Background: an optimization exercise with open tools, aiming at small area, a short achievable clock period and few clock cycles. Do not read the settings as production practice.
Where RTL was checked, it was by simulation tests only, not by an equivalence proof against the original.

Design aggregate_top, start of the top module:
module aggregate_top (
	input logic clk,
	input logic rst,
	input logic start,
	input logic [agg_pkg::COUNT_W-1:0] num_vertices,
	input logic rec_valid,
	input logic [link_pkg::REC_W-1:0] rec,
	output logic credit_return,
	input logic load_we,
	input logic [agg_pkg::VADDR_W-1:0] load_addr,
	input logic [agg_pkg::FEAT_W-1:0] load_data,
	input logic [agg_pkg::VADDR_W-1:0] rd_addr,
	output logic [agg_pkg::FEAT_W-1:0] rd_data,
	output logic busy,
	output logic done
);
==> flow/config.mk <==
export PLATFORM = sky130hd
export DESIGN_NAME = aggregate_top
export DESIGN_NICKNAME = aggregate_top
export VERILOG_FILES = /design/flow/design.v
export SDC_FILE = /design/flow/constraint.sdc
export NUM_CORES = 4
export LEC_CHECK = 0
export CAP_MARGIN = 20
export CORE_MARGIN = 2
export CORE_UTILIZATION = 40
export CTS_BUF_LIST = sky130_fd_sc_hd__clkbuf_16
export CTS_CLUSTER_DIAMETER = 70
export CTS_CLUSTER_SIZE = 24
export SETUP_SLACK_MARGIN = 5
export SLEW_MARGIN = 20
==> flow/constraint.sdc <==
create_clock -name core_clock -period 8.5 [get_ports {clk}]
set_input_delay 1.7000 -clock core_clock [delete_from_list [all_inputs] [get_ports {clk}]]
set_output_delay 1.7000 -clock core_clock [all_outputs]
set_load 0.01 [all_outputs]
standard.sh (not shown) runs the stock make flow with config.mk's settings and CLKGATE_MAP_FILE= SYNTH_SCRIPT=/design/flow/synth_recipe.tcl, a recipe that flattens the netlist after the stock synthesis.
==> flow/flow/run.sh <==
#!/bin/bash
set -euo pipefail
MARGIN=5.4
sed "s/SETUP_SLACK_MARGIN=[0-9.]*/SETUP_SLACK_MARGIN=$MARGIN/" standard.sh > standard_margin.sh
grep -q "SETUP_SLACK_MARGIN=$MARGIN" standard_margin.sh
bash standard_margin.sh > standard.log 2>&1
The first run finished clean.
Rerun with:
==> flow/run.sh (new file) <==
#!/bin/bash
# synth_recipe.tcl (not shown) runs the flow's synth.tcl, then flattens the netlist and writes it again
# the make line also repeats each setting of config.mk as NAME=value (left out here)
make -C /OpenROAD-flow-scripts/flow DESIGN_CONFIG=/design/flow/config.mk WORK_HOME=/design/flow/orfs CLKGATE_MAP_FILE= SYNTH_SCRIPT=/design/flow/synth_recipe.tcl finish
SETUP_SLACK_MARGIN = 4.5   (was 5)
removed: flow/flow/run.sh
removed: flow/standard.sh
Result:
- The new run passed the timing, design-rule and antenna checks
- via count fell by a few percent
- design area fell by a few percent
- wire length fell by a few percent
- synthesized cell count does not change
- count of clock-buffer cells in the layout fell by 3
- global-route usage fell by 1.4 points
- non-clock buffer count fell by 217
- final cell count fell by a few percent
Rerun with:
SETUP_SLACK_MARGIN = 5   (was 4.5)
=>
- worst setup slack improved by 0.53 ns
- routed wire length went up by 2.6%
- first-iteration DRC count climbs by 4.2%
- global-route usage climbs by 0.25 points
Rerun with:
==> flow/flow/run.sh (new file) <==
#!/bin/bash
set -euo pipefail
MARGIN=5.7
sed "s/SETUP_SLACK_MARGIN=[0-9.]*/SETUP_SLACK_MARGIN=$MARGIN/" standard.sh > standard_margin.sh
grep -q "SETUP_SLACK_MARGIN=$MARGIN" standard_margin.sh
bash standard_margin.sh > standard.log 2>&1
==> flow/standard.sh (new file) <==
#!/bin/bash
# synth_recipe.tcl (not shown) runs the flow's synth.tcl, then flattens the netlist and writes it again
# the make line also repeats each setting of config.mk as NAME=value (left out here)
make -C /OpenROAD-flow-scripts/flow DESIGN_CONFIG=/design/flow/config.mk WORK_HOME=/design/flow/orfs CLKGATE_MAP_FILE= SYNTH_SCRIPT=/design/flow/synth_recipe.tcl "${@:-finish}"
removed: flow/run.sh
Non-clock buffer count is higher by 368.
Wire length went up by 10%.
First-iteration DRC count grows by 16%.
Setup slack gets better by 0.21 ns.
Core utilization rises by 3.4 points.
Clock skew stays flat.
Synthesized cell count is unchanged.
No run of this note included a check of the RTL's function; only the layout flow was run.

---

job 5295:
Another version of the RTL of aggregate_top (not shown whole).
Size in the first run: about 6400 cells after synthesis, roughly 2600 flip-flops, about 180 I/O pins, ~0.10 sq mm of cells after synthesis.
==> flow/config.mk <==
export PLATFORM = sky130hd
export DESIGN_NAME = aggregate_top
export DESIGN_NICKNAME = aggregate_top
export VERILOG_FILES = /design/flow/design.v
export SDC_FILE = /design/flow/constraint.sdc
export NUM_CORES = 4
export LEC_CHECK = 0
export CAP_MARGIN = 20
export CORE_MARGIN = 2
export CORE_UTILIZATION = 40
export CTS_BUF_LIST = sky130_fd_sc_hd__clkbuf_16
export CTS_CLUSTER_DIAMETER = 70
export CTS_CLUSTER_SIZE = 24
export PLACE_DENSITY = 0.68
export SETUP_SLACK_MARGIN = 5
export SLEW_MARGIN = 20
==> flow/constraint.sdc <==
create_clock -name core_clock -period 8.5 [get_ports {clk}]
set_input_delay 1.7000 -clock core_clock [delete_from_list [all_inputs] [get_ports {clk}]]
set_output_delay 1.7000 -clock core_clock [all_outputs]
set_load 0.01 [all_outputs]
==> flow/flow/run.sh <==
#!/bin/bash
set -euo pipefail
MARGIN=5.4
PORTBUF=sky130_fd_sc_hd__buf_2
sed -e "s/SETUP_SLACK_MARGIN=[0-9.]*/SETUP_SLACK_MARGIN=$MARGIN/" \
    -e "s/ \"\${@:-finish}\"/ BUFFER_PORTS_ARGS=\"-buffer_cell $PORTBUF\" \"\${@:-finish}\"/" standard.sh > standard_margin.sh
grep -q "SETUP_SLACK_MARGIN=$MARGIN" standard_margin.sh
grep -q "BUFFER_PORTS_ARGS" standard_margin.sh
bash standard_margin.sh > standard.log 2>&1
In summary, job 5295 completed successfully, with a layout that passed the timing, design-rule and antenna checks.
Testbench counts of job 5295, summed over its fixed seeds: cycles 3,824.
### job 5295 -> job 5573
==> flow/flow/run.sh <==
#!/bin/bash
set -euo pipefail
MARGIN=5.4
sed "s/SETUP_SLACK_MARGIN=[0-9.]*/SETUP_SLACK_MARGIN=$MARGIN/" standard.sh > standard_margin.sh
grep -q "SETUP_SLACK_MARGIN=$MARGIN" standard_margin.sh
bash standard_margin.sh > standard.log 2>&1
--- outcome ---
- Per the comparison of job 5573 with job 5295, post-detailed-routing wire length has increased; maximum frequency shows a reduction of about 0.64%; clock-cell share of area barely changed; worst reg-to-reg path cell count shows a reduction of 1.
- Between job 5573 and job 5295, it is job 5573 whose number of clock buffer instances in the layout is lower, by 1.4%.
- Job 5573 vs. job 5295: area after detailed placement rose by 0.93%; number of antenna-violating nets in the routed design about even.
- On slack of the worst reg-to-reg path: between job 5573 and job 5295, it ends up higher for job 5295.
- Taking job 5295 as the reference point, the area growth from synthesis to layout of job 5573 rises by 0.88 points.
Edits applied to the flow inputs when going from job 5573 to job 5217:
Settings: removing PLACE_DENSITY (formerly 0.68).
--- a/flow/flow/run.sh
+++ b/flow/flow/run.sh
@@ -2,3 +2,3 @@
 set -euo pipefail
-MARGIN=5.4
+MARGIN=5.55
 sed "s/SETUP_SLACK_MARGIN=[0-9.]*/SETUP_SLACK_MARGIN=$MARGIN/" standard.sh > standard_margin.sh
==> comparison <==
Job 5217 went all the way through the flow, and no timing, DRC or antenna check failed.
Post-route fraction of the period consumed by the critical path across job 5217 and job 5573: no real change.
Job 5217 against job 5573: final design instance area without fill climbed about 2.3%, maximum cell stage delay along the critical path shows no meaningful change, clock edge transition at the registers on the reported setup and hold paths neither gained nor lost much, data arrival time of the critical path shows no meaningful change.
NOTE layout clock buffer count job 5573->job 5217 increased by a few percent
Placer's final routability congestion estimate: job 5217 < job 5573
Hold slack: higher on job 5217
Job 5217 ended up with a higher worst setup slack than job 5573 did.
Inputs modified between job 5217 and job 1206:
==> flow/flow/run.sh <==
#!/bin/bash
set -euo pipefail
MARGIN=5.4
CTS="-sink_clustering_enable -repair_clock_nets -sink_clustering_size 24 -sink_clustering_max_diameter 70 -buf_list sky130_fd_sc_hd__clkbuf_16 -dont_use_dummy_load"
sed -e "s/SETUP_SLACK_MARGIN=[0-9.]*/SETUP_SLACK_MARGIN=$MARGIN/" \
    -e "s/ \"\${@:-finish}\"/ CTS_ARGS=\"$CTS\" \"\${@:-finish}\"/" standard.sh > standard_margin.sh
grep -q "SETUP_SLACK_MARGIN=$MARGIN" standard_margin.sh
grep -q "dont_use_dummy_load" standard_margin.sh
bash standard_margin.sh > standard.log 2>&1
Results
- Between job 5217 and job 1206, the flow reports routed wire length decreasing by a few percent.
- Job 1206 against job 5217; post-CTS repair timing setup buffer count is down by more than a quarter.
- Against job 5217, non-filler instance count after layout in job 1206 fell by a few percent.
- Job 5217 and job 1206 ended up with nearly the same footprint of the flip-flops and latches.
- Going from job 5217 to job 1206, post-route cell area fell by about 3%, detailed-routing wirelength on met1 held steady.
Edits applied to the flow inputs when going from job 1206 to job 6308:
==> flow/flow/run.sh <==
#!/bin/bash
set -euo pipefail
MARGIN=5.4
sed "s/SETUP_SLACK_MARGIN=[0-9.]*/SETUP_SLACK_MARGIN=$MARGIN/" standard.sh > standard_margin.sh
grep -q "SETUP_SLACK_MARGIN=$MARGIN" standard_margin.sh
bash standard_margin.sh > standard.log 2>&1
In job 6308 the sequential share of cell area turned out 0.73 points lower than in job 1206.
Job 6308 vs job 1206 on hold slack: job 6308 is the higher one.
Combined area of the multi-input logic cells across job 6308 and job 1206: no real change.
Job 6308: post-CTS setup buffer count is 6.5% higher than what job 1206 reported.
Here is what was changed in the inputs of job 5530 compared with job 6308.
Settings: an added PLACE_DENSITY of 0.68; an added GPL_ROUTABILITY_DRIVEN of 0.
==> flow/flow/run.sh <==
#!/bin/bash
set -euo pipefail
MARGIN=5.4
PORTBUF=sky130_fd_sc_hd__buf_2
sed -e "s/SETUP_SLACK_MARGIN=[0-9.]*/SETUP_SLACK_MARGIN=$MARGIN/" \
    -e "s/ \"\${@:-finish}\"/ BUFFER_PORTS_ARGS=\"-buffer_cell $PORTBUF\" \"\${@:-finish}\"/" standard.sh > standard_margin.sh
grep -q "SETUP_SLACK_MARGIN=$MARGIN" standard_margin.sh
grep -q "BUFFER_PORTS_ARGS" standard_margin.sh
bash standard_margin.sh > standard.log 2>&1
==> run summary <==
Going from job 6308 to job 5530, final cell area excluding filler cells went down by 1.1%, met3 wire length went up by about 30%, sum of net half-perimeters after detailed placement went down by about 4.5%, sequential share of layout area went up by 0.68 points.

---

Starting RTL as in the previous note.
## aggregate_top
module aggregate_top (
	input logic clk,
	input logic rst,
	input logic start,
	input logic [agg_pkg::COUNT_W-1:0] num_vertices,
	input logic rec_valid,
	input logic [link_pkg::REC_W-1:0] rec,
	output logic credit_return,
	input logic load_we,
	input logic [agg_pkg::VADDR_W-1:0] load_addr,
	input logic [agg_pkg::FEAT_W-1:0] load_data,
	input logic [agg_pkg::VADDR_W-1:0] rd_addr,
	output logic [agg_pkg::FEAT_W-1:0] rd_data,
	output logic busy,
	output logic done
);
	logic [link_pkg::REC_W-1:0] head;
	logic head_valid;
	logic [agg_pkg::VADDR_W-1:0] head_addr;
	logic pop;
	logic [agg_pkg::VADDR_W-1:0] src_rd_addr;
	logic src_rd_en;
	logic [agg_pkg::FEAT_W-1:0] src_data;
	logic [agg_pkg::ISSUE_W-1:0] issue;
	logic [agg_pkg::CODE_W-1:0] code_n;
	logic dst_we;
	logic [agg_pkg::VADDR_W-1:0] dst_addr;
	logic [agg_pkg::FEAT_W-1:0] dst_data;
	record_ingress ingress_i (
		.clk(clk),
		.rst(rst),
		.rec_valid(rec_valid),
		.rec(rec),
		.pop(pop),
		.head(head),
		.head_valid(head_valid),
		.head_addr(head_addr),
		.credit_return(credit_return)
	);
	aggregate_ctrl ctrl_i (
		.clk(clk),
		.rst(rst),
		.start(start),
		.num_vertices(num_vertices),
		.head(head),
		.head_valid(head_valid),
		.head_addr_q(head_addr),
  ...
Settings: LEC_CHECK=0, CAP_MARGIN=20, CORE_MARGIN=2, CORE_UTILIZATION=40, CTS_BUF_LIST=sky130_fd_sc_hd__clkbuf_16, CTS_CLUSTER_DIAMETER=70, CTS_CLUSTER_SIZE=24, SETUP_SLACK_MARGIN=5, SLEW_MARGIN=20; clock period 8.5 ns.
==> flow/flow/run.sh <==
#!/bin/bash
set -euo pipefail
MARGIN=5.4
PORTBUF=sky130_fd_sc_hd__buf_4
sed -e "s/SETUP_SLACK_MARGIN=[0-9.]*/SETUP_SLACK_MARGIN=$MARGIN/" \
    -e "s/ \"\${@:-finish}\"/ BUFFER_PORTS_ARGS=\"-buffer_cell $PORTBUF\" \"\${@:-finish}\"/" standard.sh > standard_margin.sh
grep -q "SETUP_SLACK_MARGIN=$MARGIN" standard_margin.sh
grep -q "BUFFER_PORTS_ARGS" standard_margin.sh
bash standard_margin.sh > standard.log 2>&1
Testbench counts at the start, summed over its fixed seeds: cycles 3,824.
Rerun with:
--- a/flow/flow/run.sh
+++ b/flow/flow/run.sh
@@ -3,3 +3,3 @@
 MARGIN=5.4
-PORTBUF=sky130_fd_sc_hd__buf_4
+PORTBUF=sky130_fd_sc_hd__buf_2
 sed -e "s/SETUP_SLACK_MARGIN=[0-9.]*/SETUP_SLACK_MARGIN=$MARGIN/" \
After rerunning: The new run passed the timing, design-rule and antenna checks. Count of clock-buffer cells in the layout does not change. Setup slack improved by 160 ps. Cell count climbs by 0.47%. Non-clock buffer count is higher by 45.

---

T:
aggregate_top, a different RTL version from the one above (not shown whole).
Size in the first run: about 2,500 flip-flops, about 180 I/O pins.
clock: 8.5 ns
lec_check: 0
cap_margin: 20
core_margin: 2
core_utilization: 40
setup_slack_margin: 5
slew_margin: 20
tns_end_percent: 100
run.sh (not shown) runs the stock make flow with config.mk's settings and CLKGATE_MAP_FILE= SYNTH_SCRIPT=/design/flow/synth_recipe.tcl, a recipe that flattens the netlist after the stock synthesis.
Stock flow here: none of the scripts above is used.
#### Input delta (S over T)
==> flow/flow/run.sh (new file) <==
#!/bin/bash
set -euo pipefail
MARGIN=${MARGIN:-5.6}
sed "s/SETUP_SLACK_MARGIN=[0-9.]*/SETUP_SLACK_MARGIN=$MARGIN/" standard.sh > standard_margin.sh
grep -q "SETUP_SLACK_MARGIN=$MARGIN" standard_margin.sh
bash standard_margin.sh > standard.log 2>&1
==> flow/standard.sh (new file) <==
#!/bin/bash
# synth_recipe.tcl (not shown) runs the flow's synth.tcl, then flattens the netlist and writes it again
# the make line also repeats each setting of config.mk as NAME=value (left out here)
make -C /OpenROAD-flow-scripts/flow DESIGN_CONFIG=/design/flow/config.mk WORK_HOME=/design/flow/orfs CLKGATE_MAP_FILE= SYNTH_SCRIPT=/design/flow/synth_recipe.tcl "${@:-finish}"
removed: flow/run.sh
==> comparison <==
- S reached the final stage; the timing, design-rule and antenna checks on its layout passed.
- Register-to-register setup slack: higher on S
- The run with more routed wire is S, not T.
- S vs T: initial antenna violation count down by more than a quarter
- Buffer share of cell area on S is up relative to T.
- [compare] base=T new=S: final instance area higher; met2 wirelength from detailed routing higher.
Function was not checked in any run of this note: the RTL went through the layout flow alone.

---

Another version of the RTL of aggregate_top (not shown whole).
Size in the first run: roughly 6200 cells after synthesis, about 2500 flip-flops, ~180 I/O pins.
==> flow/config.mk <==
export PLATFORM = sky130hd
export DESIGN_NAME = aggregate_top
export DESIGN_NICKNAME = aggregate_top
export VERILOG_FILES = /design/flow/design.v
export SDC_FILE = /design/flow/constraint.sdc
export NUM_CORES = 4
export LEC_CHECK = 0
export CAP_MARGIN = 20
export CORE_MARGIN = 2
export CORE_UTILIZATION = 40
export CTS_BUF_LIST = sky130_fd_sc_hd__clkbuf_8
export CTS_CLUSTER_DIAMETER = 50
export CTS_CLUSTER_SIZE = 14
export SETUP_SLACK_MARGIN = 5
export SLEW_MARGIN = 20
==> flow/constraint.sdc <==
create_clock -name core_clock -period 8.5 [get_ports {clk}]
set_input_delay 1.7000 -clock core_clock [delete_from_list [all_inputs] [get_ports {clk}]]
set_output_delay 1.7000 -clock core_clock [all_outputs]
set_load 0.01 [all_outputs]
Stock flow here: none of the scripts above is used.
The first run finished with timing, DRC and antenna clean.
Testbench counts at the start, summed over its fixed seeds: cycles 3,824.
Next try:
CTS_BUF_LIST = unset   (was sky130_fd_sc_hd__clkbuf_8)
CTS_CLUSTER_DIAMETER = unset   (was 50)
CTS_CLUSTER_SIZE = unset   (was 14)
What happened:
- register-to-register slack degrades by 40 ps
- die area does not change
Next try:
==> flow/flow/run.sh (new file) <==
#!/bin/bash
set -euo pipefail
MARGIN=5.4
sed "s/SETUP_SLACK_MARGIN=[0-9.]*/SETUP_SLACK_MARGIN=$MARGIN/" standard.sh > standard_margin.sh
grep -q "SETUP_SLACK_MARGIN=$MARGIN" standard_margin.sh
bash standard_margin.sh > standard.log 2>&1
==> flow/standard.sh (new file) <==
#!/bin/bash
# synth_recipe.tcl (not shown) runs the flow's synth.tcl, then flattens the netlist and writes it again
# the make line also repeats each setting of config.mk as NAME=value (left out here)
make -C /OpenROAD-flow-scripts/flow DESIGN_CONFIG=/design/flow/config.mk WORK_HOME=/design/flow/orfs CLKGATE_MAP_FILE= SYNTH_SCRIPT=/design/flow/synth_recipe.tcl "${@:-finish}"
CTS_BUF_LIST = sky130_fd_sc_hd__clkbuf_16   (was unset)
CTS_CLUSTER_DIAMETER = 70   (was unset)
CTS_CLUSTER_SIZE = 24   (was unset)
removed: flow/run.sh
Result: Hold slack loses 11 ps; worst setup slack improves by 70 ps; maximum frequency rose by 2.0%.
Next try:
==> flow/run.sh (new file) <==
#!/bin/bash
# synth_recipe.tcl (not shown) runs the flow's synth.tcl, then flattens the netlist and writes it again
# the make line also repeats each setting of config.mk as NAME=value (left out here)
make -C /OpenROAD-flow-scripts/flow DESIGN_CONFIG=/design/flow/config.mk WORK_HOME=/design/flow/orfs CLKGATE_MAP_FILE= SYNTH_SCRIPT=/design/flow/synth_recipe.tcl finish
ABC_AREA = 1   (was unset)
removed: flow/flow/run.sh
removed: flow/standard.sh
Effect: Register-to-register slack degrades by 120 ps. Count of clock-buffer cells in the layout shrinks by 3. Sequential share of layout area goes up by 0.92 points. Cell count is higher by about 20%. Wire length goes down by about 5%. Core utilization drops by 2.2 points.
Next try:
ABC_AREA = unset   (was 1)
Effect: The new run went through all stages and came out clean. Sequential share of layout area went up by 1.3 points. Count of clock-buffer cells in the layout went up by 3. Utilization went up by 0.45 points. Synthesized area went down by 3.1%.
Next try:
CORE_UTILIZATION = 55   (was 40)
PLACE_DENSITY = 0.7   (was unset)
The changed run ran to the end with no violations. Worst setup slack got worse by 140 ps. Count of clock-buffer cells in the layout rose by 1. Core utilization is higher by 16 points. Non-clock buffer count falls by 8. Critical path depth decreases by 9. Global-route usage grows by 7.0 points. Final area goes down by 1.4%.

==> what the ideal ports hide <==
The results above use ideal ports. As a check the final layouts listed here were re-extracted and re-timed, cells and wires unchanged.
Step 1: set_driving_cell puts a clkbuf_16 on clk and a buf_2 on each other input, an assumption about the parent block.
Step 2 moves the port delays by t, midway between the first and last clock arrival at a register: inputs arrive t later, outputs are due t later. That takes back most of the time a late clock gives input paths.
Slacks: ideal ports / drivers / drivers and shift; pairs: ideal ports / drivers.
run | t, ns | setup slack, ns | worst setup path after step 2 | slew at the worst register clock pin (ns) | worst slew at a driven data input, ns
the first run of note 1 | 0.923 | 5.121 / 5.121 / 4.460 | input to register | 0.10 / 0.10 | 0.22
the second run of note 1 | 0.914 | 4.464 / 4.497 / 3.583 | input to register | 0.10 / 0.10 | 0.22
the third run of note 1 | 0.912 | 4.999 / 5.000 / 4.120 | input to register | 0.10 / 0.10 | 0.21
the fourth run of note 1 | 0.921 | 5.212 / 5.212 / 4.739 | input to register | 0.10 / 0.10 | 0.21
job 5295 | 0.933 | 5.279 / 5.279 / 4.551 | input to register | 0.11 / 0.11 | 0.18
job 5573 | 0.936 | 5.258 / 5.258 / 4.523 | input to register | 0.10 / 0.10 | 0.21
job 5217 | 0.940 | 5.263 / 5.263 / 4.625 | input to register | 0.10 / 0.10 | 0.21
job 1206 | 0.889 | 5.205 / 5.205 / 4.574 | input to register | 0.09 / 0.09 | 0.17
job 6308 | 0.929 | 5.244 / 5.244 / 4.501 | input to register | 0.10 / 0.10 | 0.16
job 5530 | 0.933 | 5.279 / 5.279 / 4.551 | input to register | 0.11 / 0.11 | 0.18
the first run of note 3 | 0.924 | 5.095 / 5.095 / 4.538 | input to register | 0.10 / 0.10 | 0.17
the second run of note 3 | 0.926 | 5.250 / 5.250 / 4.548 | input to register | 0.10 / 0.10 | 0.20
T | 1.016 | 4.802 / 4.802 / 4.032 | input to register | 0.07 / 0.07 | 0.17
S | 1.029 | 4.864 / 4.864 / 4.258 | input to register | 0.07 / 0.07 | 0.16
the first run of note 5 | 1.163 | 4.965 / 4.982 / 3.850 | input to register | 0.10 / 0.10 | 0.15
the second run of note 5 | 1.018 | 4.977 / 4.974 / 4.052 | input to register | 0.06 / 0.06 | 0.15
the third run of note 5 | 0.951 | 5.047 / 5.047 / 4.391 | input to register | 0.10 / 0.10 | 0.15
the fourth run of note 5 | 0.950 | 4.932 / 4.932 / 4.135 | input to register | 0.10 / 0.10 | 0.17
the fifth run of note 5 | 0.938 | 4.989 / 4.971 / 4.103 | input to register | 0.10 / 0.10 | 0.15
the sixth run of note 5 | 0.932 | 4.854 / 4.854 / 4.056 | input to register | 0.10 / 0.10 | 0.18
After both steps setup and hold are still met in every run listed. The setup slack of the first run of note 5, which loses most, moves by +0.017 ns with the drivers and by -1.115 ns with both steps.
